From an optimization exercise on the open Yosys and OpenROAD flow, aimed at small area, a short achievable clock period and few clock cycles per item; shortcuts taken in it are not production practice. Where RTL was checked, it was by simulation tests only, not by an equivalence proof against the original. The RTL of runs 4 and 5 was laid out without a check of its function. Power is estimated from default activity; no workload was simulated.

==> design/flow/design.v <==
`default_nettype none
package ugd_pkg;
    localparam int SAMPLE_W  = 32;
    localparam int FRAC_BITS = 16;
    localparam int TOL_W     = 16;
    localparam int ERR_W     = 2;
    localparam int STEP_W = SAMPLE_W + 1;           
    localparam int DEV_W  = SAMPLE_W + 2;           
    localparam int CMP_W  = SAMPLE_W + 3;           
    localparam int NUM_W  = SAMPLE_W + 3;           
    localparam int MAG_W  = SAMPLE_W + 2;           
    localparam int DVD_W  = MAG_W + FRAC_BITS;      
    localparam int Q_W    = SAMPLE_W + 1;           
    localparam int CNT_W  = $clog2(DVD_W + 1);
    localparam logic [Q_W-1:0] SAT_POS = {2'b00, {(SAMPLE_W-1){1'b1}}};
    localparam logic [Q_W-1:0] SAT_NEG = {2'b01, {(SAMPLE_W-1){1'b0}}};
    localparam logic [TOL_W-1:0] TOL_RESET = TOL_W'(1);
    typedef enum logic [ERR_W-1:0] {
        ERR_OK       = 2'd0,
        ERR_FEW      = 2'd1,
        ERR_ZERO     = 2'd2,
        ERR_NONUNI   = 2'd3
    } t_err;
endpackage
`default_nettype wire
`default_nettype none
import ugd_pkg::*;
module ugd_add #(parameter int N = 35)
(
    input  wire logic [N-1:0] a,
    input  wire logic [N-1:0] b,
    input  wire logic         ci,
    output logic      [N-1:0] s
);
    localparam int M = N + 1;                
    localparam int L = $clog2(M);
    logic [M-1:0] g [0:L];
    logic [M-1:0] p [0:L];
    logic [M-1:0] p0;
    always_comb begin
        g[0] = {a & b, ci};
        p[0] = {a ^ b, 1'b0};
        p0   = p[0];
        for (int l = 0; l < L; l++) begin
            for (int i = 0; i < M; i++) begin
                if ((i >> l) & 1) begin
                    g[l+1][i] = g[l][i] | (p[l][i] & g[l][((i >> l) << l) - 1]);
                    p[l+1][i] = p[l][i] & p[l][((i >> l) << l) - 1];
                end else begin
                    g[l+1][i] = g[l][i];
                    p[l+1][i] = p[l][i];
                end
            end
        end
        for (int i = 1; i < M; i++) begin
            s[i-1] = p0[i] ^ g[L][i-1];
        end
    end
endmodule
module uniform_grid_derivative
(
    input  wire logic                       i_clk,
    input  wire logic                       i_rst_n,
    input  wire logic                       i_cfg_wr_en,
    input  wire logic [ugd_pkg::TOL_W-1:0]           i_cfg_wr_data,
    input  wire logic                       i_in_valid,
    output logic                            o_in_ready,
    input  wire logic signed [ugd_pkg::SAMPLE_W-1:0] i_voltage_sample,
    input  wire logic signed [ugd_pkg::SAMPLE_W-1:0] i_current_sample,
    input  wire logic                       i_sequence_end,
    output logic                            o_out_valid,
    input  wire logic                       i_out_ready,
    output logic signed [ugd_pkg::SAMPLE_W-1:0]      o_derivative,
    output logic [ugd_pkg::ERR_W-1:0]                o_error_code,
    output logic                            o_run_last
);
    localparam int W = 35;
    localparam int S_A    = 0;    
    localparam int S_ACC0 = 1;    
    localparam int S_ACC1 = 2;    
    localparam int S_ACCN = 3;    
    localparam int S_B0   = 4;    
    localparam int S_B1   = 5;    
    localparam int S_B2   = 6;    
    localparam int S_B3   = 7;    
    localparam int S_F2   = 8;    
    localparam int S_F3   = 9;    
    localparam int S_D0V  = 10;   
    localparam int S_D0C  = 11;   
    localparam int S_D0   = 12;   
    localparam int S_DIV  = 13;   
    localparam int S_CVA  = 14;   
    localparam int S_CVB  = 15;   
    localparam int S_LCR  = 16;   
    localparam int S_LCE  = 17;   
    localparam int S_L1   = 18;   
    localparam int S_L2   = 19;   
    localparam int S_L3   = 20;   
    localparam int NS     = 21;
    typedef enum logic [2:0] {
        ACT_NONE  = 3'd0,
        ACT_CLEAR = 3'd1,    
        ACT_BREAK = 3'd2,    
        ACT_P0    = 3'd3,    
        ACT_P1    = 3'd4,    
        ACT_SHIFT = 3'd5,    
        ACT_ENDJ  = 3'd6     
    } t_act;
    logic [NS-1:0] r_st, n_st;
    t_act   r_act, n_act;
    logic   r_ready, n_ready;
    logic [TOL_W-1:0]   r_tol;
    logic signed [33:0] r_e, n_e;           
    logic signed [32:0] r_h, n_h;           
    logic [W-1:0]       r_t, n_t;           
    logic signed [31:0] r_i1, n_i1, r_i0, n_i0;
    logic [1:0]         r_pts, n_pts;
    logic               r_brk, n_brk;
    logic               r_pc, n_pc, r_pl, n_pl;
    logic signed [W-1:0] r_rem, n_rem;
    logic [31:0]         r_q, n_q;
    logic [3:0]          r_cnt, n_cnt;
    logic                r_sub, n_sub;
    logic                r_ex, n_ex, r_gneg, n_gneg, r_dn, n_dn, r_jlast, n_jlast;
    logic                r_conv, n_conv, r_sat, n_sat;
    logic                r_out_valid, n_out_valid;
    logic [1:0]          r_out_err, n_out_err;
    logic                r_out_last, n_out_last;
    logic signed [W-1:0] pa_x, pa_y, pa, pa_top;
    logic xv, xc, xi0, xr, xr2, xe, ye, yh, yi0, yi1, y4r, pa_inv;
    always_comb begin
        xv  = r_st[S_A] | r_st[S_ACC0] | r_st[S_ACC1] | r_st[S_D0V];
        xc  = r_st[S_B3] | r_st[S_F2] | r_st[S_CVA] | r_st[S_D0C];
        xi0 = r_st[S_B2];
        xr  = r_st[S_F3] | r_st[S_L3] | r_st[S_LCR];
        xr2 = r_st[S_B1];
        xe  = r_st[S_LCE] | r_st[S_L1] | r_st[S_L2];
        ye  = r_st[S_A];
        yh  = r_st[S_ACC1] | r_st[S_D0V];
        yi0 = r_st[S_B3] | r_st[S_F3] | r_st[S_CVA] | r_st[S_LCE] | r_st[S_L3];
        yi1 = r_st[S_B2] | r_st[S_L1];
        y4r = r_st[S_F2] | r_st[S_L2] | r_st[S_B1];
        pa_inv = r_st[S_A] | r_st[S_B2] | r_st[S_B3] | r_st[S_F3] | r_st[S_CVA] | r_st[S_LCE]
               | r_st[S_L1] | r_st[S_L2] | r_st[S_L3];
        pa_x = ({W{xv}}  & W'(i_voltage_sample))
             | ({W{xc}}  & W'(i_current_sample))
             | ({W{xi0}} & W'(r_i0))
             | ({W{xr}}  & r_rem)
             | ({W{xr2}} & (r_rem <<< 1))
             | ({W{xe}}  & W'(r_e));
        pa_y = ({W{ye}}  & W'(r_e))
             | ({W{yh}}  & W'(r_h))
             | ({W{yi0}} & W'(r_i0))
             | ({W{yi1}} & W'(r_i1))
             | ({W{y4r}} & (r_rem <<< 2));
    end
    ugd_add #(.N(W)) u_pa (.a(pa_x), .b(pa_y ^ {W{pa_inv}}), .ci(pa_inv), .s(pa));
    assign pa_top = W'(signed'(pa[W-1:16]));
    logic [W-1:0] dvs, dx, d3x, t1, ta, tb, t2;
    logic         sub2, qb1, qb2, rem_zero, t_zero;
    assign dvs  = W'(signed'({r_h, 1'b0}));
    assign dx   = dvs ^ {W{r_sub}};
    assign d3x  = r_t ^ {W{r_sub}};
    ugd_add #(.N(W)) u_t1 (.a({r_rem[W-2:0], r_q[31]}),          .b(dx),  .ci(r_sub), .s(t1));
    ugd_add #(.N(W)) u_ta (.a({r_rem[W-3:0], r_q[31], r_q[30]}), .b(dx),  .ci(r_sub), .s(ta));
    ugd_add #(.N(W)) u_tb (.a({r_rem[W-3:0], r_q[31], r_q[30]}), .b(d3x), .ci(r_sub), .s(tb));
    assign sub2 = (t1[W-1] == r_h[32]);
    assign t2   = (sub2 == r_sub) ? tb : ta;
    assign qb1  = ~(t1[W-1] ^ r_dn);
    assign qb2  = ~(t2[W-1] ^ r_dn);
    assign rem_zero = (r_rem == '0);
    assign t_zero   = (t1 == '0);
    logic        exact, qneg, corr;
    logic [32:0] r33;
    logic [31:0] res;
    assign exact = r_ex || rem_zero;
    assign qneg  = r_gneg ^ r_dn;
    assign corr  = r_dn ^ (r_gneg & ~exact);
    assign r33   = {r_q[31], r_q} + 33'(corr);
    always_comb begin
        if (r_sat)                   res = qneg ? 32'h8000_0000 : 32'h7fff_ffff;
        else if (r33[32] != r33[31]) res = 32'h7fff_ffff;
        else                         res = r33[31:0];
    end
    logic        hi_same, too_far, out_free;
    logic [15:0] dmag;
    assign hi_same  = (r_rem[W-1:16] == '0) || (r_rem[W-1:16] == '1);
    assign dmag     = r_rem[15:0] ^ {16{r_rem[W-1]}};
    assign too_far  = !hi_same || (r_rem[W-1] ? (dmag >= r_tol) : (dmag > r_tol));
    assign out_free = !r_out_valid || i_out_ready;
    logic d0, dlast, dexit, sat0, load, emit;
    logic [1:0] emit_code;
    logic load_sig;
    always_comb begin
        n_st        = '0;
        n_act       = r_act;
        n_ready     = 1'b0;
        n_e         = r_e;
        n_h         = r_h;
        n_t         = r_t;
        n_i1        = r_i1;
        n_i0        = r_i0;
        n_pts       = r_pts;
        n_brk       = r_brk;
        n_pc        = r_pc;
        n_pl        = r_pl;
        n_rem       = r_rem;
        n_q         = r_q;
        n_cnt       = r_cnt;
        n_sub       = r_sub;
        n_ex        = r_ex;
        n_gneg      = r_gneg;
        n_dn        = r_dn;
        n_jlast     = r_jlast;
        n_conv      = 1'b0;
        n_sat       = r_sat;
        n_out_valid = r_out_valid && !i_out_ready;
        n_out_err   = r_out_err;
        n_out_last  = r_out_last;
        emit        = 1'b0;
        emit_code   = 2'd0;
        load        = 1'b0;
        load_sig    = 1'b0;
        if (r_ready) begin
            case (r_act)
                ACT_CLEAR, ACT_ENDJ: begin n_pts = 2'd0; n_brk = 1'b0; end
                ACT_BREAK: n_brk = 1'b1;
                ACT_P0: begin n_i1 = i_current_sample; n_pts = 2'd1; end
                ACT_P1: begin n_i0 = r_i1; n_i1 = i_current_sample; n_pts = 2'd2; end
                ACT_SHIFT: begin n_i0 = r_i1; n_i1 = i_current_sample; n_pts = 2'd3; end
                default: ;
            endcase
        end
        if (r_st[S_ACC0] | r_st[S_ACC1] | r_st[S_D0V] | r_st[S_D0C]) begin
            n_e = pa[33:0];
        end
        if (r_st[S_A]) begin
            n_rem = pa;                                      
            if (r_pts == 2'd1) n_h = pa[32:0];
            if (!i_in_valid) begin
                n_st[S_A] = 1'b1;
            end else if (r_brk) begin
                n_act = i_sequence_end ? ACT_CLEAR : ACT_NONE;
                n_ready = 1'b1; n_st[S_ACCN] = 1'b1;
            end else begin
                case (r_pts)
                    2'd0: begin
                        if (i_sequence_end) n_st[S_B0] = 1'b1;
                        else begin
                            n_act = ACT_P0; n_ready = 1'b1; n_st[S_ACC0] = 1'b1;
                        end
                    end
                    2'd1: n_st[S_B1] = 1'b1;
                    2'd2: n_st[S_B2] = 1'b1;
                    default: n_st[S_B3] = 1'b1;
                endcase
            end
        end
        if (r_st[S_ACC0] | r_st[S_ACC1] | r_st[S_ACCN]) n_st[S_A] = 1'b1;
        if (r_st[S_B0]) begin
            if (out_free) begin
                emit = 1'b1; emit_code = ERR_FEW;
                n_act = ACT_CLEAR; n_ready = 1'b1; n_st[S_ACCN] = 1'b1;
            end else n_st[S_A] = 1'b1;
        end
        if (r_st[S_B1]) begin
            n_t = pa;                                        
            if (i_sequence_end || rem_zero) begin
                if (out_free) begin
                    emit = 1'b1; emit_code = i_sequence_end ? ERR_FEW : ERR_ZERO;
                    n_act = i_sequence_end ? ACT_CLEAR : ACT_BREAK;
                    n_ready = 1'b1; n_st[S_ACCN] = 1'b1;
                end else n_st[S_A] = 1'b1;
            end else begin
                n_act = ACT_P1; n_ready = 1'b1; n_st[S_ACC1] = 1'b1;
            end
        end
        if (r_st[S_B2] | r_st[S_B3]) begin
            n_pc = r_st[S_B2];
            n_pl = i_sequence_end;
            if (too_far) begin
                if (out_free) begin
                    emit = 1'b1; emit_code = ERR_NONUNI;
                    n_act = i_sequence_end ? ACT_CLEAR : ACT_BREAK;
                    n_ready = 1'b1; n_st[S_ACCN] = 1'b1;
                end else n_st[S_A] = 1'b1;
            end else if (r_st[S_B2]) begin
                n_st[S_F2] = 1'b1;                           
            end else if (out_free) begin
                n_act = i_sequence_end ? ACT_ENDJ : ACT_SHIFT;
                n_ready = 1'b1;
                if (i_sequence_end) n_st[S_D0C] = 1'b1; else n_st[S_D0V] = 1'b1;
            end else n_st[S_A] = 1'b1;
        end
        if (r_st[S_B2]) n_rem = pa;
        if (r_st[S_B3]) begin
            n_rem  = pa_top;
            n_q    = out_free ? ({pa[15:0], 16'd0} & {32{~too_far}}) : r_q;
            n_sub  = (pa[W-1] == r_h[32]);
            n_gneg = pa[W-1];
            n_dn   = r_h[32];
            n_ex   = 1'b0;
            n_cnt  = 4'd0;
            n_jlast = 1'b0;
        end
        if (r_st[S_F2]) begin
            n_rem = pa;                                      
            n_st[S_F3] = 1'b1;
        end
        if (r_st[S_F3]) begin
            if (out_free) begin
                load = 1'b1; load_sig = 1'b1;                
                if (r_pl) begin
                    n_act = ACT_ENDJ; n_ready = 1'b1; n_st[S_D0C] = 1'b1;
                end else n_st[S_D0V] = 1'b1;
            end else n_st[S_F3] = 1'b1;
        end
        if (r_st[S_CVA]) begin
            n_rem = pa;                                      
            n_act = ACT_SHIFT; n_ready = 1'b1;
            n_st[S_LCR] = 1'b1;
        end
        if (r_st[S_CVB]) n_st[S_LCE] = 1'b1;
        if (r_st[S_LCR] | r_st[S_LCE]) begin
            if (out_free) begin
                load = 1'b1; n_pc = 1'b0; n_st[S_D0] = 1'b1;
            end else begin
                if (r_st[S_LCR]) n_st[S_LCR] = 1'b1; else n_st[S_LCE] = 1'b1;
            end
        end
        if (r_st[S_L1]) begin
            n_rem = pa;                                      
            n_st[S_L2] = 1'b1;
        end
        if (r_st[S_L2]) begin
            n_rem = pa;                                      
            n_st[S_L3] = 1'b1;
        end
        if (r_st[S_L3]) begin
            if (out_free) begin
                load = 1'b1; load_sig = 1'b1;                
                n_pl = 1'b0; n_st[S_D0] = 1'b1;
            end else n_st[S_L3] = 1'b1;
        end
        if (load) begin
            n_rem   = pa_top;
            n_q     = {pa[15:0], 16'd0};
            n_sub   = (pa[W-1] == r_h[32]);
            n_gneg  = pa[W-1];
            n_dn    = r_h[32] ^ load_sig;
            n_ex    = 1'b0;
            n_cnt   = 4'd0;
            n_jlast = r_st[S_L3];
        end
        d0    = r_st[S_D0V] | r_st[S_D0C] | r_st[S_D0];
        sat0  = qb1 ^ r_gneg ^ r_dn;                         
        dlast = r_st[S_DIV] && r_cnt == 4'd15;
        dexit = dlast || (d0 && sat0);
        if (d0 | r_st[S_DIV]) begin
            n_rem = t2;
            n_q   = {r_q[29:0], qb1, qb2};
            n_sub = (t2[W-1] == r_h[32]);
            n_ex  = (((r_ex || rem_zero) && !r_q[31]) || t_zero) && !r_q[30];
            n_cnt = r_cnt + 4'd1;
            if (d0) n_sat = sat0;
            if (dexit) begin
                n_conv = 1'b1;
                case ({r_pc, r_pl})
                    2'b11:   n_st[S_CVB] = 1'b1;
                    2'b10:   n_st[S_CVA] = 1'b1;
                    2'b01:   n_st[S_L1]  = 1'b1;
                    default: n_st[S_A]   = 1'b1;
                endcase
            end else begin
                n_st[S_DIV] = 1'b1;
            end
        end
        if (emit) begin
            n_q         = '0;
            n_out_valid = 1'b1;
            n_out_err   = emit_code;
            n_out_last  = 1'b1;
        end
        if (r_conv) begin
            n_q         = res;
            n_out_valid = 1'b1;
            n_out_err   = ERR_OK;
            n_out_last  = r_jlast;
        end
    end
    always_ff @(posedge i_clk) begin
        if (!i_rst_n) begin
            r_st        <= NS'(1) << S_A;
            r_ready     <= 1'b0;
            r_tol       <= TOL_RESET;
            r_pts       <= 2'd0;
            r_brk       <= 1'b0;
            r_pc        <= 1'b0;
            r_pl        <= 1'b0;
            r_conv      <= 1'b0;
            r_out_valid <= 1'b0;
        end else begin
            r_st        <= n_st;
            r_ready     <= n_ready;
            if (i_cfg_wr_en) begin
                r_tol <= i_cfg_wr_data;
            end
            r_pts       <= n_pts;
            r_brk       <= n_brk;
            r_pc        <= n_pc;
            r_pl        <= n_pl;
            r_conv      <= n_conv;
            r_out_valid <= n_out_valid;
        end
    end
    always_ff @(posedge i_clk) begin
        r_act      <= n_act;
        r_e        <= n_e;
        r_h        <= n_h;
        r_t        <= n_t;
        r_i1       <= n_i1;
        r_i0       <= n_i0;
        r_rem      <= n_rem;
        r_q        <= n_q;
        r_cnt      <= n_cnt;
        r_sub      <= n_sub;
        r_ex       <= n_ex;
        r_gneg     <= n_gneg;
        r_dn       <= n_dn;
        r_jlast    <= n_jlast;
        r_sat      <= n_sat;
        r_out_err  <= n_out_err;
        r_out_last <= n_out_last;
    end
    assign o_in_ready   = r_ready;
    assign o_out_valid  = r_out_valid;
    assign o_derivative = r_q;
    assign o_error_code = r_out_err;
    assign o_run_last   = r_out_last;
endmodule
`default_nettype wire
==> design/flow/run.sh <==
#!/bin/bash
# synth_recipe.tcl (not shown) runs the flow's synth.tcl, then flattens the netlist and writes it again
# the make line also repeats each setting of config.mk as NAME=value (left out here)
make -C /OpenROAD-flow-scripts/flow DESIGN_CONFIG=/design/flow/config.mk WORK_HOME=/design/flow/orfs CLKGATE_MAP_FILE= SYNTH_SCRIPT=/design/flow/synth_recipe.tcl finish
==> design/flow/config.mk <==
export PLATFORM = sky130hd
export DESIGN_NAME = uniform_grid_derivative
export DESIGN_NICKNAME = uniform_grid_derivative
export VERILOG_FILES = /design/flow/design.v
export SDC_FILE = /design/flow/constraint.sdc
export NUM_CORES = 4
export LEC_CHECK = 0
export CAP_MARGIN = 20
export CORE_MARGIN = 2
export CORE_UTILIZATION = 40
export SETUP_SLACK_MARGIN = 3.5
export SLEW_MARGIN = 20
export SYNTH_HIERARCHICAL = 1
==> design/flow/constraint.sdc <==
create_clock -name core_clock -period 7.0 [get_ports {i_clk}]
set_input_delay 1.4000 -clock core_clock [delete_from_list [all_inputs] [get_ports {i_clk}]]
set_output_delay 1.4000 -clock core_clock [all_outputs]
set_load 0.01 [all_outputs]
==> impl_metrics.env, run 1 <==
export IMPL_setup_viol=0
export IMPL_timing_max_cap_violations=0
export IMPL_irDropWorstVdd_mv=0.2335
export IMPL_worst_setup_hold_path_clk_slew_ns=0.06
export IMPL_worst_r2r_path_depth=16
export IMPL_cts_tree="yes"
export IMPL_initial_utilization=0.4023
export IMPL_ys_top_cells_by_area="sky130_fd_sc_hd__edfxtp_1, sky130_fd_sc_hd__ha_1, sky130_fd_sc_hd__xor2_1"
export IMPL_grt_setup_unrepaired="yes"
export IMPL_endpoint_kind="register"
export IMPL_area_growth_syn_to_layout_pct=33.58
export IMPL_route_detailed_vias_per_inst=6.187
export IMPL_drtAntennaViolNets=0
export IMPL_nets=2692
export IMPL_final_setup_tns_ns=0
export IMPL_dr_total_vias=19538
export IMPL_static_leakage_power_nw=11.08
export IMPL_outcome="complete, no violations"
export IMPL_utilization=0.5374
export IMPL_synthCells=2145
export IMPL_post_route_cells_drive_above_1_share=0.2302
export IMPL_tightest_slew_ns=1.108
export IMPL_timing_critical_path_required_ns=7.42
export IMPL_synth_cells_most_frequent="sky130_fd_sc_hd__edfxtp_1, sky130_fd_sc_hd__nand2_1, sky130_fd_sc_hd__ha_1"
export IMPL_timing_critical_path_fanout_max=8
export IMPL_critical_path_slowest_cell="sky130_fd_sc_hd__or4_4"
export IMPL_pwr_density_cell_nw_per_um2=386.3
export IMPL_p_total_mw=11.13
export IMPL_drt_wirelength_per_cell_um=25.95
export IMPL_timing_setup_critical_path_class="reg -> reg"
export IMPL_std_cell_rows=85
export IMPL_cpLargestDelayFamily="compound AO/OA/AOI/OAI gates"
export IMPL_synth_nets=2407
export IMPL_count_leader_synth="sky130_fd_sc_hd__edfxtp_1"
export IMPL_dp_hpwl_um=50940
export IMPL_final_min_clock_period_ns=4.767
export IMPL_die_area_um2=55780
export IMPL_core_region_area_um2=53600
export IMPL_instances_no_fill=3158
export IMPL_post_synth_edffs=244
export IMPL_grtUsageTotal=0.2854
export IMPL_r2r_slack_ns=2.23
export IMPL_clock_tree_buffer_depth=3
export IMPL_cts_root_buffer="sky130_fd_sc_hd__clkbuf_16"
export IMPL_floorplan_die_height_um=236.2
export IMPL_routabilityCongestion=0.9294
export IMPL_synth_main_ff_cell="sky130_fd_sc_hd__edfxtp_1"
export IMPL_port_buffers=122
export IMPL_timing_hold_ws_ns=0.4427
export IMPL_slew_viol_final=0
export IMPL_grt_start_max_net_pins=82
export IMPL_syn_mean_instance_area_um2=10.05
export IMPL_slowest_delay_ns=0.63
export IMPL_final_setup_skew_ns=0.02934
export IMPL_grt_overflow=0
export IMPL_yosysWarnings=10
export IMPL_report_final_hold_viol_count=0
export IMPL_clock_sink_count=294
export IMPL_worst_slew_margin_rel=0.2614
export IMPL_critical_path_reg2reg_endpoint="r_rem[27]"
export IMPL_floorplan_io_pins=123
export IMPL_post_route_fraction_of_the_period_consumed_by_the_critical_path=0.6811
export IMPL_timing_hold_worst_endpoint="r_i0[24]"
export IMPL_synthesis_area_um2=21560
export IMPL_route_final_wire_length_um=81950
export IMPL_fp_dieW_um=236.2
export IMPL_drc_errors_left=0
export IMPL_wire_length_of_the_first_global_routing_pass_um=121200
export IMPL_endpoint_arrival_time_on_the_critical_path_ns=5.19
export IMPL_critical_path_top_cell_by_count="sky130_fd_sc_hd__a311oi_4"
export IMPL_cts_buffers_inserted=39
export IMPL_post_cts_hold_buffer_count=0
export IMPL_critical_path_startpoint_type="register"
export IMPL_hp_class="reg -> reg"
export IMPL_initial_antenna_violation_count=4
export IMPL_rr_startpoint="r_st[7]"
export IMPL_postSynthRegisterBits=294
export IMPL_firstDrtPassIters=8
export IMPL_worstHoldStart="r_i1[24]"
export IMPL_synth_seq_area_share=0.3862
export IMPL_initialDrtViolationCount=2378
export IMPL_highest_clock_rate_ghz=0.2098
export IMPL_inst_count_dp=2895
export IMPL_synth_lib_cells_used_distinct=80
export IMPL_clock_latency_ns=0.59
export IMPL_critPathBufInv=2
export IMPL_cts_htree_levels=2
export IMPL_ys_async_sr_fraction=0
export IMPL_synth_top_cell_area_share=0.3398
export IMPL_yosys_top_cell_by_area="sky130_fd_sc_hd__edfxtp_1"
export IMPL_timing_hold_worst_path_depth=0
export IMPL_cp_cell_sequence="or4_4 > buf_12 > a222oi_1 > nand2_1 > ha_1 > nand4_1 > o22ai_2 > o211ai_1 > a21oi_4 > a21o_4 > a311oi_4 > a311oi_4 > nor2b_4 > buf_8 > a211oi_1 > a21oi_1"
export IMPL_number_of_global_route_vias_before_repair=19297
worst max-delay path by stage:
stage / start / to / slack, ns / depth (start not counted)
6_report: r_st[7] / r_rem[27] / 2.23 / 16
5_1_grt: r_st[7] / r_rem[16] / 2.23 / 16
4_1_cts: r_st[11] / r_rem[20] / 2.45 / 16
3_5_place_dp: i_voltage_sample[0] / r_rem[20] / 1.53 / 15
3_3_place_gp: i_current_sample[2] / r_rem[15] / 1.59 / 15
2_1_floorplan: i_current_sample[16] / r_rem[24] / 2.55 / 15
sequential cells by signal, indices dropped and copies added, names as in the netlist, 2 cells and up:
signal / count
r_i1: 32
r_act: 3
r_pts: 2
r_rem: 35
r_i0: 32
r_cnt: 4
r_st: 21
r_h: 33
r_e: 34
r_t: 35
r_q: 32
r_tol: 16
r_out_err: 2
cell families (layout without fill, tap and decap cells):
group / after synthesis / in the layout / share of synthesized area
compound gates: 535 / 536 / 0.1926
flops: 294 / 294 / 0.3862
buf+inv: 221 / 530 / 0.04033
fa+ha+maj: 176 / 176 / 0.1105
mux: 58 / 58 / 0.02692
other cells: 0 / 3 / 0
xor+xnor: 254 / 254 / 0.1035
simple gates: 607 / 611 / 0.1399
per-stage QoR:
stage          setup WS [ns]  area [µm²]
6_report               2.233       28810
3_3_place_gp           1.587       23830
5_1_grt                2.226       28800
3_5_place_dp           1.526       23840
4_1_cts                2.445       27720
2_1_floorplan          2.551       21990
layer usage:
metal  wire length [µm]  GRT usage  vias to the layer above
li1                   -          -                     8667
met1              33220     0.3763                     9543
met2              37180     0.4566                     1094
met3               7543    0.05255                      232
met4               3992     0.1293                        2
met5                 12          0                        -
placed cells by master (no fill, tap or decap), drive strengths merged, types with 12 or more instances in the layout:
cell type,count
fa,24
clkdlybuf4s50,110
a311oi,12
xor2,130
or3,17
nand4,23
inv,121
o21ai,68
nor2,137
clkbuf,56
xnor2,124
a211oi,46
ha,152
nand2,181
a222oi,96
o21bai,14
dfxtp,50
mux2i,58
o22ai,13
o21a,14
nor2b,28
a21oi,134
and2,35
edfxtp,244
a21o,25
a221o,22
nand3,54
nor3,38
a22o,20
buf,214
nor4,24
nand2b,20
and3,26
layout make-up:
cell class / count / area [µm²]
diodes: 3 / 7.507
clock buffers: 56 / 1111
clock inverters: 14 / 141.4
fillers: 4577 / 24800
inverters: 122 / 479.2
multi-input cells: 1635 / 14360
flip-flops and latches: 294 / 8347
well taps: 696 / 870.8
repair buffers: 338 / 3487
timing repair:
| action | 4_1_cts | 5_1_grt |
|---|---|---|
| gates resized for setup | 232 | 147 |
| cloned | 15 | 1 |
| endpoints found under the hold margin | 0 | 0 |
| pin swaps | 89 | 71 |
| endpoints found under the setup margin | 208 | 200 |
| buffers inserted | 126 | 48 |
worst register-to-register path: cells and delay by family (launching register included):
family / cells / cell delay (ns)
fa+ha+maj: 1 / 0.34
compound gates: 9 / 2.23
simple gates: 4 / 1.29
buf+inv: 2 / 0.38
flops: 1 / 0.36
where the power goes:
part / internal, mW / total (mW) / switching, mW
clock network: 1.18 / 2.00 / 0.821
logic: 2.95 / 6.68 / 3.72
registers: 2.26 / 2.45 / 0.193
Testbench counts, summed over its fixed seeds: cycles 43,827, items 3,235.
==> run 2: changes to the inputs <==
--- a/design/flow/config.mk
+++ b/design/flow/config.mk
@@ -9,3 +9,3 @@
 export CORE_MARGIN = 2
-export CORE_UTILIZATION = 40
+export CORE_UTILIZATION = 60
 export SETUP_SLACK_MARGIN = 3.5
==> run 2 against run 1 <==
  * Still clean
  * Design area fell by 3.2%
  * Worst setup slack improved by 0.078 ns
  * Critical path depth rose by 1
  * Sequential share of layout area rose by 0.94 points
  * Non-clock buffer count fell by 17
  * Utilization rose by 25 points
  * Cell count fell by 8.2%
  * Largest power group unchanged
==> impl_metrics.env, run 2 <==
export IMPL_cts_tree="yes"
export IMPL_route_detailed_vias_per_inst=6.808
export IMPL_critPathBufInv=2
export IMPL_critical_path_slowest_cell="sky130_fd_sc_hd__or3_4"
export IMPL_synth_seq_area_share=0.3862
export IMPL_floorplan_io_pins=123
export IMPL_synth_cells_most_frequent="sky130_fd_sc_hd__edfxtp_1, sky130_fd_sc_hd__nand2_1, sky130_fd_sc_hd__ha_1"
export IMPL_drc_errors_left=0
export IMPL_cts_buffers_inserted=36
export IMPL_critical_path_startpoint_type="register"
export IMPL_cpLargestDelayFamily="compound AO/OA/AOI/OAI gates"
export IMPL_ys_async_sr_fraction=0
export IMPL_count_leader_synth="sky130_fd_sc_hd__edfxtp_1"
export IMPL_port_buffers=122
export IMPL_initial_antenna_violation_count=3
export IMPL_route_final_wire_length_um=76790
export IMPL_timing_critical_path_required_ns=7.43
export IMPL_r2r_slack_ns=2.31
export IMPL_report_final_hold_viol_count=0
export IMPL_ys_top_cells_by_area="sky130_fd_sc_hd__edfxtp_1, sky130_fd_sc_hd__ha_1, sky130_fd_sc_hd__xor2_1"
export IMPL_number_of_global_route_vias_before_repair=19206
export IMPL_endpoint_arrival_time_on_the_critical_path_ns=5.12
export IMPL_final_setup_skew_ns=0.02519
export IMPL_syn_mean_instance_area_um2=10.05
export IMPL_initialDrtViolationCount=2284
export IMPL_tightest_slew_ns=1.212
export IMPL_firstDrtPassIters=9
export IMPL_final_min_clock_period_ns=4.689
export IMPL_post_route_cells_drive_above_1_share=0.2249
export IMPL_cts_root_buffer="sky130_fd_sc_hd__clkbuf_16"
export IMPL_synth_lib_cells_used_distinct=80
export IMPL_post_dp_cell_area_um2=23540
export IMPL_routabilityCongestion=0.9737
export IMPL_highest_clock_rate_ghz=0.2133
export IMPL_irDropWorstVdd_mv=0.2668
export IMPL_rr_startpoint="r_st[2]"
export IMPL_slew_viol_final=0
export IMPL_grt_setup_unrepaired="yes"
export IMPL_final_setup_tns_ns=0
export IMPL_grtUsageTotal=0.3999
export IMPL_yosys_top_cell_by_area="sky130_fd_sc_hd__edfxtp_1"
export IMPL_cts_htree_levels=2
export IMPL_cp_cell_sequence="or2_4 > or3_4 > buf_12 > a222oi_1 > nand2_1 > ha_4 > nand4_1 > a211oi_4 > o211ai_1 > a21oi_4 > buf_4 > a21o_4 > a21oi_4 > o311ai_4 > nor2b_2 > a211oi_1 > a21oi_1"
export IMPL_biggestRegsByFlops="r_rem (35), r_t (35), r_e (34)"
export IMPL_die_area_um2=37470
export IMPL_slowest_delay_ns=0.48
export IMPL_static_leakage_power_nw=10.89
export IMPL_worstHoldStart="r_st[15]"
export IMPL_postSynthRegisterBits=294
export IMPL_synth_main_ff_cell="sky130_fd_sc_hd__edfxtp_1"
export IMPL_p_total_mw=10.76
export IMPL_dr_total_vias=19737
export IMPL_wire_length_of_the_first_global_routing_pass_um=114900
export IMPL_std_cell_rows=69
export IMPL_nets=2672
export IMPL_drt_wirelength_per_cell_um=26.49
export IMPL_floorplan_die_height_um=193.6
export IMPL_grt_overflow=0
export IMPL_core_region_area_um2=35480
export IMPL_cell_area_after_layout_um2=27870
export IMPL_crit_start="r_st[2]"
export IMPL_layout_setup_ws_ns=2.311
export IMPL_clock_latency_ns=0.59
export IMPL_initial_utilization=0.6077
export IMPL_grt_start_max_net_pins=82
export IMPL_setup_viol=0
export IMPL_critical_path_top_cell_by_count="sky130_fd_sc_hd__a21oi_4"
export IMPL_synthesis_area_um2=21560
export IMPL_yosysWarnings=10
export IMPL_timing_critical_path_fanout_max=8
export IMPL_fp_dieW_um=193.6
export IMPL_clock_tree_buffer_depth=3
export IMPL_area_growth_syn_to_layout_pct=29.25
export IMPL_synthCells=2145
export IMPL_post_synth_edffs=244
export IMPL_outcome="complete, no violations"
export IMPL_mostFrequentLayoutCells="sky130_fd_sc_hd__edfxtp_1, sky130_fd_sc_hd__nand2_1, sky130_fd_sc_hd__buf_4"
export IMPL_hp_class="reg -> reg"
export IMPL_synth_nets=2407
export IMPL_final_common_cell="sky130_fd_sc_hd__edfxtp_1"
export IMPL_dp_hpwl_um=47400
export IMPL_clock_sink_count=294
export IMPL_worst_setup_hold_path_clk_slew_ns=0.06
export IMPL_post_cts_hold_buffer_count=0
export IMPL_synth_top_cell_area_share=0.3398
export IMPL_preCtsSetupSlack_ns=1.381
export IMPL_worst_slew_margin_rel=0.1921
export IMPL_pwr_density_cell_nw_per_um2=386.2
export IMPL_drtAntennaViolNets=0
export IMPL_timing_max_cap_violations=0
export IMPL_post_route_fraction_of_the_period_consumed_by_the_critical_path=0.6699
export IMPL_endpoint_kind="register"
export IMPL_timing_setup_critical_path_class="reg -> reg"
==> run 2: worst paths after layout <==
| kind | endpoint | depth (start not counted) |
|---|---|---|
| setup / recovery | r_rem[5] | 17 |
| hold / removal | r_st[17] | 2 |
| setup reg to reg | r_rem[5] | 17 |
| hold reg to reg | r_st[17] | 2 |
==> run 2: cell families (layout without fill, tap and decap cells) <==
kind of cell,after synthesis,count (layout),synth area share
compound gates,535,536,0.1926
xor+xnor,254,255,0.1035
fa+ha+maj,176,176,0.1105
buf+inv,221,508,0.04033
flops,294,294,0.3862
mux,58,58,0.02692
other cells,0,1,0
simple gates,607,610,0.1399
==> run 2: area by class of cell <==
type | count | area (µm²)
multi-input cells | 1635 | 14190
fillers | 2343 | 7612
repair buffers | 321 | 3113
flip-flops and latches | 294 | 8337
inverters | 122 | 470.5
clock buffers | 44 | 972.2
clock inverters | 21 | 207.7
well taps | 461 | 576.8
diodes | 1 | 2.502
==> run 2: power breakdown <==
group	switching [mW]	total, mW	internal (mW)
Combinational	3.59	6.37	2.78
Sequential	0.220	2.48	2.26
Clock	0.812	1.92	1.10
Total	4.62	10.8	6.15
==> run 2: repair_timing <==
| item | 4_1_cts | 5_1_grt |
|---|---|---|
| resized for setup | 266 | 79 |
| buffers inserted | 122 | 38 |
| cloned | 10 | 1 |
| pin swaps | 121 | 65 |
| endpoints found under the setup margin | 208 | 205 |
==> run 2: stage by stage <==
step / hold slack [ns] / std cells / utilization
after floorplan: 0.4130 / 2145 / -
after global placement: 0.4266 / 2660 / 0.6633
after detailed placement: 0.4293 / 2660 / 0.6633
after CTS: 0.4425 / 2857 / 0.7641
after global routing: 0.4534 / 2898 / 0.7854
final: 0.4386 / 2899 / 0.7855
==> run 2: layer usage <==
metal,GRT usage,share of wire,up-vias
li1,-,-,8625
met1,0.5311,0.38,9499
met2,0.6008,0.44,1321
met3,0.09920,0.12,292
met4,0.2228,0.063,0
met5,0,0,-
==> run 2: worst register-to-register path, delay by kind of cell (launching register included) <==
kind,cells,cell delay [ns]
compound gates,9,2.10
simple gates,5,1.42
buf+inv,2,0.40
flops,1,0.32
fa+ha+maj,1,0.30
==> run 3: changes to the inputs <==
--- a/design/flow/config.mk
+++ b/design/flow/config.mk
@@ -10,3 +10,3 @@
 export CORE_UTILIZATION = 60
-export SETUP_SLACK_MARGIN = 3.5
+export SETUP_SLACK_MARGIN = 2.5
 export SLEW_MARGIN = 20
==> run 3 against run 2 <==
  * Area after synthesis unchanged
  * Power down 3.7%
  * Critical endpoint is now r_rem[15]
  * Wire length about the same
  * Cell count down 1.3%
  * Still clean on timing, DRC and antenna
  * Global-route usage down 1.2 points
  * Worst hold slack better by 0.0094 ns
  * Register-to-register slack worse by 0.06 ns
  * Count of clock-buffer cells in the layout up 1
  * Fmax down 1.4%
==> impl_metrics.env, run 3 <==
export IMPL_post_route_fraction_of_the_period_consumed_by_the_critical_path=0.6795
export IMPL_preCtsSetupSlack_ns=0.9327
export IMPL_final_setup_tns_ns=0
export IMPL_cts_tree="yes"
export IMPL_timing_hold_worst_path_depth=0
export IMPL_grt_setup_unrepaired="yes"
export IMPL_die_area_um2=37470
export IMPL_synth_seq_area_share=0.3862
export IMPL_firstDrtPassIters=9
export IMPL_grt_overflow=0
export IMPL_timing_critical_path_fanout_max=5
export IMPL_core_region_area_um2=35480
export IMPL_biggestRegsByFlops="r_rem (35), r_t (35), r_e (34)"
export IMPL_nets=2637
export IMPL_drc_errors_left=0
export IMPL_slowest_delay_ns=0.56
export IMPL_floorplan_io_pins=123
export IMPL_tightest_slew_ns=1.056
export IMPL_synth_nets=2407
export IMPL_inst_count_dp=2662
export IMPL_fp_dieW_um=193.6
export IMPL_critical_path_slowest_cell="sky130_fd_sc_hd__fa_2"
export IMPL_instances_no_fill=2861
export IMPL_port_buffers=122
export IMPL_timing_hold_ws_ns=0.4480
export IMPL_clock_latency_ns=0.57
export IMPL_routabilityCongestion=0.9287
export IMPL_area_growth_syn_to_layout_pct=24.13
export IMPL_yosysWarnings=10
export IMPL_worst_r2r_path_depth=17
export IMPL_final_min_clock_period_ns=4.757
export IMPL_synthCells=2145
export IMPL_cell_area_after_layout_um2=26770
export IMPL_static_leakage_power_nw=10.53
export IMPL_post_cts_hold_buffer_count=0
export IMPL_drtAntennaViolNets=0
export IMPL_route_detailed_vias_per_inst=6.801
export IMPL_synth_lib_cells_used_distinct=80
export IMPL_dr_total_vias=19459
export IMPL_cp_cell_sequence="clkdlybuf4s50_1 > a222oi_1 > nand2_1 > ha_4 > nand4_1 > a211oi_2 > o211ai_1 > a21oi_4 > a21o_4 > a21oi_4 > fa_2 > inv_4 > nor2b_4 > a211oi_2 > a21oi_1"
export IMPL_synth_main_ff_cell="sky130_fd_sc_hd__edfxtp_1"
export IMPL_post_dp_cell_area_um2=23280
export IMPL_slew_viol_final=0
export IMPL_fill_cells=2437
export IMPL_report_final_hold_viol_count=0
export IMPL_irDropWorstVdd_mv=0.2850
export IMPL_mostFrequentLayoutCells="sky130_fd_sc_hd__edfxtp_1, sky130_fd_sc_hd__nand2_1, sky130_fd_sc_hd__ha_1"
export IMPL_setup_viol=0
export IMPL_cts_buffers_inserted=36
export IMPL_r2r_slack_ns=2.25
export IMPL_timing_setup_critical_path_class="in -> reg"
export IMPL_syn_mean_instance_area_um2=10.05
export IMPL_timing_max_cap_violations=0
export IMPL_highest_clock_rate_ghz=0.2102
export IMPL_clock_tree_buffer_depth=3
export IMPL_count_leader_synth="sky130_fd_sc_hd__edfxtp_1"
export IMPL_number_of_global_route_vias_before_repair=18630
export IMPL_wire_length_of_the_first_global_routing_pass_um=111600
export IMPL_timing_critical_path_required_ns=7.26
export IMPL_floorplan_die_height_um=193.6
export IMPL_worstHoldStart="r_i1[27]"
export IMPL_endpoint_arrival_time_on_the_critical_path_ns=5.02
export IMPL_rr_startpoint="r_st[0]"
export IMPL_clock_sink_count=294
export IMPL_cts_root_buffer="sky130_fd_sc_hd__clkbuf_16"
export IMPL_initial_antenna_violation_count=2
export IMPL_drt_wirelength_per_cell_um=26.85
export IMPL_synthesis_area_um2=21560
export IMPL_critical_path_startpoint_type="primary input"
export IMPL_grt_start_max_net_pins=83
export IMPL_worst_slew_margin_rel=0.2962
export IMPL_post_route_cells_drive_above_1_share=0.1692
export IMPL_grtUsageTotal=0.3877
export IMPL_ys_async_sr_fraction=0
export IMPL_yosys_top_cell_by_area="sky130_fd_sc_hd__edfxtp_1"
export IMPL_worst_setup_hold_path_clk_slew_ns=0.06
export IMPL_final_common_cell="sky130_fd_sc_hd__edfxtp_1"
export IMPL_synth_cells_most_frequent="sky130_fd_sc_hd__edfxtp_1, sky130_fd_sc_hd__nand2_1, sky130_fd_sc_hd__ha_1"
export IMPL_layout_setup_ws_ns=2.244
export IMPL_cts_htree_levels=2
export IMPL_synth_top_cell_area_share=0.3398
export IMPL_dp_hpwl_um=47600
export IMPL_num_antenna_cells=0
export IMPL_pwr_density_cell_nw_per_um2=387.3
export IMPL_std_cell_rows=69
export IMPL_outcome="complete, no violations"
export IMPL_initialDrtViolationCount=2800
export IMPL_initial_utilization=0.6077
export IMPL_post_synth_edffs=244
export IMPL_crit_start="i_voltage_sample[6]"
export IMPL_endpoint_kind="register"
export IMPL_route_final_wire_length_um=76820
export IMPL_final_setup_skew_ns=0.02207
export IMPL_postSynthRegisterBits=294
export IMPL_p_total_mw=10.37
export IMPL_hp_class="reg -> reg"
export IMPL_ys_top_cells_by_area="sky130_fd_sc_hd__edfxtp_1, sky130_fd_sc_hd__ha_1, sky130_fd_sc_hd__xor2_1"
export IMPL_utilization=0.7544
==> run 3: cell counts after synthesis <==
Identical to the previous run, type by type.
==> run 3: metal layers <==
layer | global-route usage | vias to the layer above | wire length, µm
li1 | - | 8549 | -
met1 | 0.5289 | 9330 | 29780
met2 | 0.5792 | 1304 | 33200
met3 | 0.08996 | 274 | 9394
met4 | 0.1971 | 2 | 4442
met5 | 0 | - | 2
==> run 3: final cells by class <==
class	instances	area (µm²)	share of cell area
repair buffers	288	2829	0.1057
clock inverters	18	216.5	0.008087
flip-flops and latches	294	8347	0.3118
well taps	461	576.8	0.02155
multi-input cells	1633	13380	0.4997
inverters	122	466.7	0.01744
clock buffers	45	955.9	0.03571
==> run 3: worst max-delay path: cells and delay by family <==
kind	cells	cell delay, ns
and+or+nand+nor	3	0.44
buffers and inverters	2	0.46
adders and majority gates	2	0.89
AOI/OAI and AO/OA	8	1.82
==> run 3: path summary, 6_finish.rpt <==
| path | to |
|---|---|
| worst max-delay path | r_rem[15] |
| worst min-delay path | r_i0[27] |
| worst max register to register | r_rem[15] |
| worst min register to register | r_i0[27] |
==> run 3: logic make-up after synthesis <==
group / after synthesis / share of synthesized area
flip-flops: 294 / 0.3862
AO/OA/AOI/OAI: 535 / 0.1926
adder cells (fa/ha/maj): 176 / 0.1105
buffers and inverters: 221 / 0.04033
AND/OR/NAND/NOR: 607 / 0.1399
XOR/XNOR: 254 / 0.1035
multiplexers: 58 / 0.02692
==> run 3: what timing repair did <==
action                                  in CTS  in global routing
resized for setup                          121                 98
buffers inserted                            87                 37
cloned                                       7                  3
endpoints found under the setup margin     151                 74
pin swaps                                   57                 71
==> run 3: power by group <==
| group | internal, mW | switching [mW] | leakage (nW) | total (mW) |
|---|---|---|---|---|
| Sequential | 2.26 | 0.206 | 2.67 | 2.46 |
| Clock | 1.15 | 0.774 | 0.570 | 1.93 |
| Combinational | 2.49 | 3.49 | 7.29 | 5.98 |
==> run 4: changes to the inputs <==
--- a/design/flow/design.v
+++ b/design/flow/design.v
@@ -129,17 +129,58 @@
     logic signed [W-1:0] pa_x, pa_y, pa, pa_top;
+    localparam int K_XV = 0;
+    localparam int K_XC = 1;
+    localparam int K_XI0 = 2;
+    localparam int K_XR = 3;
+    localparam int K_XR2 = 4;
+    localparam int K_XE = 5;
+    localparam int K_YE = 6;
+    localparam int K_YH = 7;
+    localparam int K_YI0 = 8;
+    localparam int K_YI1 = 9;
+    localparam int K_Y4R = 10;
+    localparam int K_INV = 11;
+    localparam int K_RPA = 12;
+    localparam int K_RTOP = 13;
+    localparam int K_RT2 = 14;
+    localparam int K_QLD = 15;
+    localparam int K_QSH = 16;
+    localparam int K_EWR = 17;
+    localparam int NK = 18;
+    logic [NK-1:0] r_sel, n_sel;
     logic xv, xc, xi0, xr, xr2, xe, ye, yh, yi0, yi1, y4r, pa_inv;
+    function automatic logic [NK-1:0] sel_of(input logic [NS-1:0] st);
+        sel_of = '0;
+        sel_of[K_XV]  = st[S_A] | st[S_ACC0] | st[S_ACC1] | st[S_D0V];
+        sel_of[K_XC]  = st[S_B3] | st[S_F2] | st[S_CVA] | st[S_D0C];
+        sel_of[K_XI0] = st[S_B2];
+        sel_of[K_XR]  = st[S_F3] | st[S_L3] | st[S_LCR];
+        sel_of[K_XR2] = st[S_B1];
+        sel_of[K_XE]  = st[S_LCE] | st[S_L1] | st[S_L2];
+        sel_of[K_YE]  = st[S_A];
+        sel_of[K_YH]  = st[S_ACC1] | st[S_D0V];
+        sel_of[K_YI0] = st[S_B3] | st[S_F3] | st[S_CVA] | st[S_LCE] | st[S_L3];
+        sel_of[K_YI1] = st[S_B2] | st[S_L1];
+        sel_of[K_Y4R] = st[S_F2] | st[S_L2] | st[S_B1];
+        sel_of[K_INV] = st[S_A] | st[S_B2] | st[S_B3] | st[S_F3] | st[S_CVA] | st[S_LCE]
+              | st[S_L1] | st[S_L2] | st[S_L3];
+        sel_of[K_RPA]  = st[S_A] | st[S_B2] | st[S_F2] | st[S_CVA] | st[S_L1] | st[S_L2];
+        sel_of[K_RTOP] = st[S_B3] | st[S_F3] | st[S_LCR] | st[S_LCE] | st[S_L3];
+        sel_of[K_RT2]  = st[S_D0V] | st[S_D0C] | st[S_D0] | st[S_DIV];
+        sel_of[K_QLD]  = st[S_B3] | st[S_F3] | st[S_LCR] | st[S_LCE] | st[S_L3];
+        sel_of[K_QSH]  = st[S_D0V] | st[S_D0C] | st[S_D0] | st[S_DIV];
+        sel_of[K_EWR]  = st[S_ACC0] | st[S_ACC1] | st[S_D0V] | st[S_D0C];
+    endfunction
     always_comb begin
-        xv  = r_st[S_A] | r_st[S_ACC0] | r_st[S_ACC1] | r_st[S_D0V];
-        xc  = r_st[S_B3] | r_st[S_F2] | r_st[S_CVA] | r_st[S_D0C];
-        xi0 = r_st[S_B2];
-        xr  = r_st[S_F3] | r_st[S_L3] | r_st[S_LCR];
-        xr2 = r_st[S_B1];
-        xe  = r_st[S_LCE] | r_st[S_L1] | r_st[S_L2];
-        ye  = r_st[S_A];
-        yh  = r_st[S_ACC1] | r_st[S_D0V];
-        yi0 = r_st[S_B3] | r_st[S_F3] | r_st[S_CVA] | r_st[S_LCE] | r_st[S_L3];
-        yi1 = r_st[S_B2] | r_st[S_L1];
-        y4r = r_st[S_F2] | r_st[S_L2] | r_st[S_B1];
-        pa_inv = r_st[S_A] | r_st[S_B2] | r_st[S_B3] | r_st[S_F3] | r_st[S_CVA] | r_st[S_LCE]
-               | r_st[S_L1] | r_st[S_L2] | r_st[S_L3];
+        xv  = r_sel[K_XV];
+        xc  = r_sel[K_XC];
+        xi0 = r_sel[K_XI0];
+        xr  = r_sel[K_XR];
+        xr2 = r_sel[K_XR2];
+        xe  = r_sel[K_XE];
+        ye  = r_sel[K_YE];
+        yh  = r_sel[K_YH];
+        yi0 = r_sel[K_YI0];
+        yi1 = r_sel[K_YI1];
+        y4r = r_sel[K_Y4R];
+        pa_inv = r_sel[K_INV];
         pa_x = ({W{xv}}  & W'(i_voltage_sample))
@@ -233,7 +274,6 @@
         end
-        if (r_st[S_ACC0] | r_st[S_ACC1] | r_st[S_D0V] | r_st[S_D0C]) begin
+        if (r_sel[K_EWR]) begin
             n_e = pa[33:0];
         end
-        if (r_st[S_A]) begin
-            n_rem = pa;                                      
+        if (r_st[S_A]) begin                                 
             if (r_pts == 2'd1) n_h = pa[32:0];
@@ -294,6 +334,3 @@
         end
-        if (r_st[S_B2]) n_rem = pa;
         if (r_st[S_B3]) begin
-            n_rem  = pa_top;
-            n_q    = out_free ? ({pa[15:0], 16'd0} & {32{~too_far}}) : r_q;
             n_sub  = (pa[W-1] == r_h[32]);
@@ -305,4 +342,3 @@
         end
-        if (r_st[S_F2]) begin
-            n_rem = pa;                                      
+        if (r_st[S_F2]) begin                                
             n_st[S_F3] = 1'b1;
@@ -317,4 +353,3 @@
         end
-        if (r_st[S_CVA]) begin
-            n_rem = pa;                                      
+        if (r_st[S_CVA]) begin                               
             n_act = ACT_SHIFT; n_ready = 1'b1;
@@ -330,8 +365,6 @@
         end
-        if (r_st[S_L1]) begin
-            n_rem = pa;                                      
+        if (r_st[S_L1]) begin                                
             n_st[S_L2] = 1'b1;
         end
-        if (r_st[S_L2]) begin
-            n_rem = pa;                                      
+        if (r_st[S_L2]) begin                                
             n_st[S_L3] = 1'b1;
@@ -345,4 +378,2 @@
         if (load) begin
-            n_rem   = pa_top;
-            n_q     = {pa[15:0], 16'd0};
             n_sub   = (pa[W-1] == r_h[32]);
@@ -359,4 +390,2 @@
         if (d0 | r_st[S_DIV]) begin
-            n_rem = t2;
-            n_q   = {r_q[29:0], qb1, qb2};
             n_sub = (t2[W-1] == r_h[32]);
@@ -377,4 +406,11 @@
         end
+        if (r_sel[K_RPA])                          n_rem = pa;
+        else if (r_sel[K_RTOP] && (out_free || r_st[S_B3])) n_rem = pa_top;
+        else if (r_sel[K_RT2])                     n_rem = t2;
+        if (r_conv)                             n_q = res;
+        else if (r_sel[K_QSH])                     n_q = {r_q[29:0], qb1, qb2};
+        else if (out_free && (r_sel[K_QLD] || emit))
+            n_q = {pa[15:0], 16'd0} & {32{r_sel[K_QLD] && !(r_st[S_B3] && too_far)}};
+        n_sel = sel_of(n_st);
         if (emit) begin
-            n_q         = '0;
             n_out_valid = 1'b1;
@@ -384,3 +420,2 @@
         if (r_conv) begin
-            n_q         = res;
             n_out_valid = 1'b1;
@@ -393,2 +428,3 @@
             r_st        <= NS'(1) << S_A;
+            r_sel       <= sel_of(NS'(1) << S_A);
             r_ready     <= 1'b0;
@@ -403,2 +439,3 @@
             r_st        <= n_st;
+            r_sel       <= n_sel;
             r_ready     <= n_ready;
--- a/design/flow/config.mk
+++ b/design/flow/config.mk
@@ -10,3 +10,3 @@
 export CORE_UTILIZATION = 60
-export SETUP_SLACK_MARGIN = 2.5
+export SETUP_SLACK_MARGIN = 3.5
 export SLEW_MARGIN = 20
==> run 4 against run 3 <==
  * Still clean
  * Power increased by 25%
  * Non-clock buffer count up 111
  * Combinational power grew 38%
  * Global-route usage increased by 3.5 points
  * Worst hold slack improved by 0.0085 ns
  * Worst setup slack better by 0.32 ns
  * Via count increased by 9.5%
  * Clock power grew 6%
  * Wire length grew 14%
  * Synthesized cell count is 1.9% higher
  * Cell count is 5.5% higher
  * Area after synthesis rose by 2.0%
  * Critical path type is now reg -> reg
  * Critical endpoint is now r_rem[23]
  * Largest power group unchanged
  * Highest routed layer is now met4
==> impl_metrics.env, run 4 <==
export IMPL_outcome="complete, no violations"
export IMPL_wire_length_of_the_first_global_routing_pass_um=122100
export IMPL_final_setup_skew_ns=0.02139
export IMPL_die_area_um2=38210
export IMPL_ys_top_cells_by_area="sky130_fd_sc_hd__edfxtp_1, sky130_fd_sc_hd__ha_1, sky130_fd_sc_hd__xor2_1"
export IMPL_biggestRegsByFlops="r_rem (35), r_t (35), r_e (34)"
export IMPL_post_synth_edffs=244
export IMPL_dp_hpwl_um=51690
export IMPL_endpoint_kind="register"
export IMPL_final_min_clock_period_ns=4.435
export IMPL_firstDrtPassIters=9
export IMPL_timing_setup_critical_path_class="reg -> reg"
export IMPL_fp_dieW_um=195.5
export IMPL_floorplan_die_height_um=195.5
export IMPL_clock_tree_buffer_depth=3
export IMPL_timing_critical_path_required_ns=7.28
export IMPL_port_buffers=122
export IMPL_synth_lib_cells_used_distinct=80
export IMPL_route_final_wire_length_um=87420
export IMPL_irDropWorstVdd_mv=0.2602
export IMPL_inst_count_dp=2711
export IMPL_cts_tree="yes"
export IMPL_pwr_density_cell_nw_per_um2=430.2
export IMPL_synth_cells_most_frequent="sky130_fd_sc_hd__edfxtp_1, sky130_fd_sc_hd__xor2_1, sky130_fd_sc_hd__ha_1"
export IMPL_floorplan_io_pins=123
export IMPL_post_route_cells_drive_above_1_share=0.2932
export IMPL_worstHoldStart="r_i1[7]"
export IMPL_synth_nets=2447
export IMPL_cts_root_buffer="sky130_fd_sc_hd__clkbuf_16"
export IMPL_wl_met1_um=30480
export IMPL_timing_critical_path_fanout_max=18
export IMPL_dominant_combinational_cell_family_by_area_after_synthesis="compound AO/OA/AOI/OAI gates"
export IMPL_final_common_cell="sky130_fd_sc_hd__edfxtp_1"
export IMPL_yosysWarnings=10
export IMPL_clock_sink_count=307
export IMPL_drc_errors_left=0
export IMPL_slew_viol_final=0
export IMPL_grt_setup_unrepaired="yes"
export IMPL_dr_total_vias=21302
export IMPL_static_leakage_power_nw=11.57
export IMPL_drt_wirelength_per_cell_um=28.96
export IMPL_r2r_slack_ns=2.56
export IMPL_count_leader_synth="sky130_fd_sc_hd__edfxtp_1"
export IMPL_grt_overflow=0
export IMPL_cts_buffers_inserted=38
export IMPL_synthMuxAreaShare=0.02508
export IMPL_tightest_slew_ns=1.087
export IMPL_initial_utilization=0.6052
export IMPL_worst_slew_margin_rel=0.2757
export IMPL_worst_setup_hold_path_clk_slew_ns=0.06
export IMPL_post_route_fraction_of_the_period_consumed_by_the_critical_path=0.6336
export IMPL_synth_main_ff_cell="sky130_fd_sc_hd__edfxtp_1"
export IMPL_num_antenna_cells=0
export IMPL_critical_path_reg2reg_endpoint="r_rem[23]"
export IMPL_area_growth_syn_to_layout_pct=36.71
export IMPL_endpoint_arrival_time_on_the_critical_path_ns=4.71
export IMPL_grt_start_max_net_pins=56
export IMPL_final_setup_tns_ns=0
export IMPL_synth_seq_area_share=0.3904
export IMPL_highest_clock_rate_ghz=0.2255
export IMPL_route_detailed_vias_per_inst=7.056
export IMPL_drtAntennaViolNets=0
export IMPL_synth_simple_gate_area_share=0.1258
export IMPL_synth_compound_area_frac=0.2093
export IMPL_setup_viol=0
export IMPL_syn_mean_instance_area_um2=10.07
export IMPL_timing_hold_worst_endpoint="r_i0[7]"
export IMPL_report_final_hold_viol_count=0
export IMPL_instances_no_fill=3019
export IMPL_synth_top_cell_area_share=0.3331
export IMPL_yosys_top_cell_by_area="sky130_fd_sc_hd__edfxtp_1"
export IMPL_synthesis_area_um2=22000
export IMPL_clock_latency_ns=0.58
export IMPL_routabilityCongestion=0.9534
export IMPL_critical_path_startpoint_type="register"
export IMPL_initial_antenna_violation_count=1
export IMPL_timing_hold_worst_path_depth=0
export IMPL_number_of_global_route_vias_before_repair=20328
export IMPL_std_cell_rows=70
export IMPL_synth_xor_area_frac=0.1015
export IMPL_synthCells=2185
export IMPL_mostFrequentLayoutCells="sky130_fd_sc_hd__edfxtp_1, sky130_fd_sc_hd__buf_4, sky130_fd_sc_hd__inv_1"
export IMPL_nets=2785
export IMPL_top_layer_used="met4"
export IMPL_core_region_area_um2=36350
export IMPL_rr_startpoint="r_sub"
export IMPL_hp_class="reg -> reg"
export IMPL_postSynthRegisterBits=307
export IMPL_initialDrtViolationCount=2974
export IMPL_timing_max_cap_violations=0
export IMPL_worst_r2r_path_depth=17
export IMPL_grtUsageTotal=0.4232
export IMPL_met2_length_um=38630
export IMPL_met3_wirelength_um=11130
export IMPL_synth_adder_area_share=0.1083
export IMPL_fill_cells=1995
export IMPL_crit_start="r_sub"
export IMPL_cts_htree_levels=2
export IMPL_ys_async_sr_fraction=0
==> run 4: cell count changes after synthesis, moves of 17 or more <==
cell | before | now
sky130_fd_sc_hd__nor2b_1 | 28 | 46
sky130_fd_sc_hd__a221oi_1 | 5 | 25
sky130_fd_sc_hd__xor2_1 | 130 | 158
sky130_fd_sc_hd__nor2_1 | 135 | 91
sky130_fd_sc_hd__a22oi_1 | 3 | 123
sky130_fd_sc_hd__xnor2_1 | 123 | 95
sky130_fd_sc_hd__a222oi_1 | 96 | 34
sky130_fd_sc_hd__nand2_1 | 181 | 124
sky130_fd_sc_hd__a21oi_1 | 125 | 142
==> run 4: repair_timing <==
action	4_1_cts	5_1_grt
setup buffers	144	86
resized for setup	409	177
cloned	7	3
hold buffers	0	0
pin swaps	147	99
endpoints found under the setup margin	200	214
==> run 4: kinds of logic after synthesis <==
| family | after synthesis |
|---|---|
| compound gates | 629 |
| buf+inv | 229 |
| xor+xnor | 254 |
| mux | 55 |
| simple gates | 535 |
| flops | 307 |
| fa+ha+maj | 176 |
==> run 4: worst max-delay path by stage <==
stage,end,slack (ns),cells past startpoint
floorplan,r_rem[24],2.75,15
global placement,r_q[24],1.37,17
detailed placement,r_q[24],1.30,17
CTS,r_q[0],2.74,16
global route,r_q[0],2.50,17
finish,r_rem[23],2.56,17
==> run 4: area by class of cell <==
| cell class | count | area (µm²) | share of cell area |
|---|---|---|---|
| well taps | 468 | 585.6 | 0.01947 |
| inverters | 126 | 481.7 | 0.01602 |
| clock buffers | 46 | 1012 | 0.03366 |
| flip-flops and latches | 307 | 8622 | 0.2867 |
| repair buffers | 399 | 3895 | 0.1295 |
| clock inverters | 22 | 250.2 | 0.008321 |
| multi-input cells | 1651 | 15230 | 0.5063 |
==> run 4: power by group <==
part / total (mW) / internal (mW) / leakage [nW] / switching, mW
Clock: 2.05 / 1.19 / 0.616 / 0.856
Combinational: 8.24 / 3.76 / 8.18 / 4.48
Sequential: 2.65 / 2.36 / 2.78 / 0.287
==> run 4: per-stage QoR <==
stage / total power, mW / utilization / worst slack [ns] / hold slack, ns / instance area (µm²)
final: 12.94 / 0.8274 / 2.565 / 0.4565 / 30070
after global routing: 13.33 / 0.8274 / 2.497 / 0.4671 / 30070
after CTS: 11.05 / 0.7790 / 2.737 / 0.4516 / 28310
after detailed placement: 7.874 / 0.6630 / 1.296 / 0.4386 / 24100
after global placement: 7.755 / 0.6630 / 1.373 / 0.4352 / 24100
after floorplan: 6.313 / - / 2.754 / 0.4266 / 22490
==> run 4: routing by layer <==
| layer | track usage | vias up |
|---|---|---|
| li1 | - | 8904 |
| met1 | 0.5254 | 10202 |
| met2 | 0.6839 | 1714 |
| met3 | 0.1029 | 482 |
| met4 | 0.2287 | 0 |
| met5 | 0 | - |
==> run 4: critical path, cell delays in order, from the launching register on <==
cell	delay, ns
sky130_fd_sc_hd__edfxtp_1	0.48
sky130_fd_sc_hd__buf_4	0.20
sky130_fd_sc_hd__bufbuf_16	0.33
sky130_fd_sc_hd__xor2_2	0.32
sky130_fd_sc_hd__ha_4	0.28
sky130_fd_sc_hd__and2_1	0.19
sky130_fd_sc_hd__a221oi_4	0.32
sky130_fd_sc_hd__o2bb2ai_2	0.10
sky130_fd_sc_hd__a21o_4	0.21
sky130_fd_sc_hd__a31o_1	0.21
sky130_fd_sc_hd__a311oi_2	0.25
sky130_fd_sc_hd__buf_4	0.21
sky130_fd_sc_hd__xnor2_4	0.14
sky130_fd_sc_hd__buf_12	0.14
sky130_fd_sc_hd__buf_12	0.11
sky130_fd_sc_hd__buf_12	0.14
sky130_fd_sc_hd__mux2i_2	0.34
sky130_fd_sc_hd__o21ai_0	0.13
==> run 5: changes to the inputs <==
--- a/design/flow/config.mk
+++ b/design/flow/config.mk
@@ -10,3 +10,3 @@
 export CORE_UTILIZATION = 60
-export SETUP_SLACK_MARGIN = 3.5
+export SETUP_SLACK_MARGIN = 2.5
 export SLEW_MARGIN = 20
==> run 5 against run 4 <==
  * Still clean on timing, DRC and antenna
  * Power fell by 16%
  * Synthesized cell count is the same
  * Design area down 9.6%
  * Largest power group unchanged
==> impl_metrics.env, run 5 <==
export IMPL_area_growth_syn_to_layout_pct=23.52
export IMPL_final_setup_skew_ns=0.02130
export IMPL_biggestRegsByFlops="r_rem (35), r_t (35), r_e (34)"
export IMPL_timing_setup_critical_path_class="in -> reg"
export IMPL_clock_sink_count=307
export IMPL_syn_mean_instance_area_um2=10.07
export IMPL_dr_total_vias=19639
export IMPL_dp_hpwl_um=52130
export IMPL_timing_critical_path_fanout_max=8
export IMPL_setup_viol=0
export IMPL_p_total_mw=10.86
export IMPL_power_share_sequential=0.237
export IMPL_mostFrequentLayoutCells="sky130_fd_sc_hd__edfxtp_1, sky130_fd_sc_hd__a21oi_1, sky130_fd_sc_hd__xor2_1"
export IMPL_fp_dieW_um=195.5
export IMPL_cts_root_buffer="sky130_fd_sc_hd__clkbuf_16"
export IMPL_critical_path_startpoint_type="primary input"
export IMPL_synthCells=2185
export IMPL_std_cell_rows=70
export IMPL_synth_top_cell_area_share=0.3331
export IMPL_core_region_area_um2=36350
export IMPL_number_of_global_route_vias_before_repair=19298
export IMPL_cts_buffers_inserted=38
export IMPL_cts_tree="yes"
export IMPL_worst_setup_hold_path_clk_slew_ns=0.06
export IMPL_grt_setup_unrepaired="yes"
export IMPL_endpoint_kind="register"
export IMPL_worst_slew_margin_rel=0.3091
export IMPL_initial_utilization=0.6052
export IMPL_power_share_combinational=0.581
export IMPL_final_setup_tns_ns=0
export IMPL_final_min_clock_period_ns=4.511
export IMPL_grt_overflow=0
export IMPL_floorplan_io_pins=123
export IMPL_post_route_cells_drive_above_1_share=0.1635
export IMPL_post_synth_edffs=244
export IMPL_p_int_mw=6.131
export IMPL_irDropWorstVdd_mv=0.2123
export IMPL_initialDrtViolationCount=2305
export IMPL_outcome="complete, no violations"
export IMPL_yosysWarnings=10
export IMPL_tightest_slew_ns=1.029
export IMPL_synthesis_area_um2=22000
export IMPL_grtUsageTotal=0.3933
export IMPL_synth_lib_cells_used_distinct=80
export IMPL_fill_cells=2568
export IMPL_layout_setup_ws_ns=2.489
export IMPL_slew_viol_final=0
export IMPL_nets=2637
export IMPL_initial_antenna_violation_count=2
export IMPL_ys_top_cells_by_area="sky130_fd_sc_hd__edfxtp_1, sky130_fd_sc_hd__ha_1, sky130_fd_sc_hd__xor2_1"
export IMPL_post_route_fraction_of_the_period_consumed_by_the_critical_path=0.6444
export IMPL_firstDrtPassIters=8
export IMPL_drt_wirelength_per_cell_um=27.28
export IMPL_synth_seq_area_share=0.3904
export IMPL_timing_critical_path_required_ns=7.38
export IMPL_clock_tree_buffer_depth=3
export IMPL_cts_htree_levels=2
export IMPL_swShare=0.4355
export IMPL_endpoint_arrival_time_on_the_critical_path_ns=4.89
export IMPL_clock_latency_ns=0.57
export IMPL_die_area_um2=38210
export IMPL_report_final_hold_viol_count=0
export IMPL_preCtsSetupSlack_ns=1.327
export IMPL_static_leakage_power_nw=10.61
export IMPL_switchingPower_mw=4.729
export IMPL_final_common_cell="sky130_fd_sc_hd__edfxtp_1"
export IMPL_share_clk_of_total_power=0.182
export IMPL_synth_cells_most_frequent="sky130_fd_sc_hd__edfxtp_1, sky130_fd_sc_hd__xor2_1, sky130_fd_sc_hd__ha_1"
export IMPL_port_buffers=122
export IMPL_postSynthRegisterBits=307
export IMPL_synth_nets=2447
-- run 5: timing repair --
item                                    4_1_cts  5_1_grt
hold buffers                                  0        0
buffers inserted                             33       44
pin swaps                                    13       84
gates cloned                                  2        5
endpoints found under the setup margin      115       89
gates resized for setup                      50      182
-- run 5: logic make-up (layout without fill, tap and decap cells) --
group                    Yosys count  after routing  synth area share
other                              0              1                 0
XOR/XNOR                         254            254            0.1015
AO/OA/AOI/OAI                    629            629            0.2093
flip-flops                       307            307            0.3904
AND/OR/NAND/NOR                  535            535            0.1258
multiplexers                      55             55           0.02508
adder cells (fa/ha/maj)          176            176            0.1083
buffers and inverters            229            447           0.03964
-- run 5: layout make-up --
class,instances,area [µm²],area share
Antenna cell,1,2.502,0.00009209
Clock buffer,52,1075,0.03955
Clock inverter,16,146.4,0.005387
Inverter,126,476.7,0.01754
Multi-Input combinational cell,1649,13680,0.5035
Sequential cell,307,8618,0.3172
Tap cell,468,585.6,0.02155
Timing Repair Buffer,253,2586,0.09517
-- run 5: worst max-delay path, stage by stage --
cell and delay (ns):
sky130_fd_sc_hd__dlygate4sd2_1 0.30, sky130_fd_sc_hd__a22oi_2 0.16, sky130_fd_sc_hd__nand3_1 0.14, sky130_fd_sc_hd__ha_4 0.26, sky130_fd_sc_hd__nand4_1 0.19, sky130_fd_sc_hd__buf_4 0.16
sky130_fd_sc_hd__o22ai_4 0.07, sky130_fd_sc_hd__o211ai_1 0.34, sky130_fd_sc_hd__a21oi_4 0.11, sky130_fd_sc_hd__buf_12 0.16, sky130_fd_sc_hd__a21o_4 0.24, sky130_fd_sc_hd__a31o_1 0.23
sky130_fd_sc_hd__a311oi_2 0.35, sky130_fd_sc_hd__inv_2 0.10, sky130_fd_sc_hd__nor3_4 0.21, sky130_fd_sc_hd__buf_12 0.15, sky130_fd_sc_hd__clkbuf_16 0.15, sky130_fd_sc_hd__a21oi_1 0.05
sky130_fd_sc_hd__o21ai_0 0.12
-- run 5: final timing paths --
path                       startpoint        end  slack (ns)  depth (start not counted)
setup / recovery  i_voltage_sample[6]  r_rem[33]        2.49                         19
hold / removal               r_i1[31]   r_i0[31]        0.45                          0
setup reg to reg                r_sub     r_q[0]        2.50                         18
hold reg to reg              r_i1[31]   r_i0[31]        0.45                          0
-- run 5: power by group through the flow --
stage / clock [mW] / combinational (mW) / sequential, mW
finish: 1.97 / 6.31 / 2.58
global route: 2.04 / 6.67 / 2.58
CTS: 1.97 / 5.62 / 2.58
detailed placement: 0 / 4.90 / 2.84
global placement: 0 / 4.77 / 2.85
floorplan: 0 / 3.53 / 2.63
-- run 5: per-stage QoR --
stage          instances  cell area [µm²]  hold WS [ns]
6_report            2872            27170        0.4546
5_1_grt             2871            27170        0.4588
4_1_cts             2821            25660        0.4517
3_5_place_dp        2718            23840        0.4401
3_3_place_gp        2717            23810        0.4322
2_1_floorplan       2185            22020        0.4266
-- run 5: per-layer routing --
metal  wire length [µm]  global-route usage  up-vias
met5                  0                   0        -
met3               8489             0.08187      326
met1              28760              0.4898     9422
li1                   -                   -     8617
met2              36110              0.6425     1274
met4               4975              0.2160        0

-- static timing again, ports no longer ideal --
In the flow no input, the clock included, has a driving cell. The finished layouts below were timed again as built, in two steps. Step 1, drivers: a clkbuf_16 drives i_clk and a buf_2 each remaining input, both assumed. Step 2, shift: input delay + t, output delay - t, t = (earliest + latest rising clock arrival at the registers) / 2. This alone moves slack from input paths to output paths. Slacks: ideal ports / drivers / drivers and shift; pairs: ideal ports / drivers.
run	t (ns)	slack for setup (ns)
run 1	0.637	2.233 / 2.233 / 1.662
run 2	0.637	2.311 / 2.311 / 1.785
run 3	0.615	2.243 / 2.250 / 1.665
run 4	0.633	2.565 / 2.565 / 2.086
run 5	0.618	2.489 / 2.495 / 1.908
After both steps every run listed still meets setup and hold.
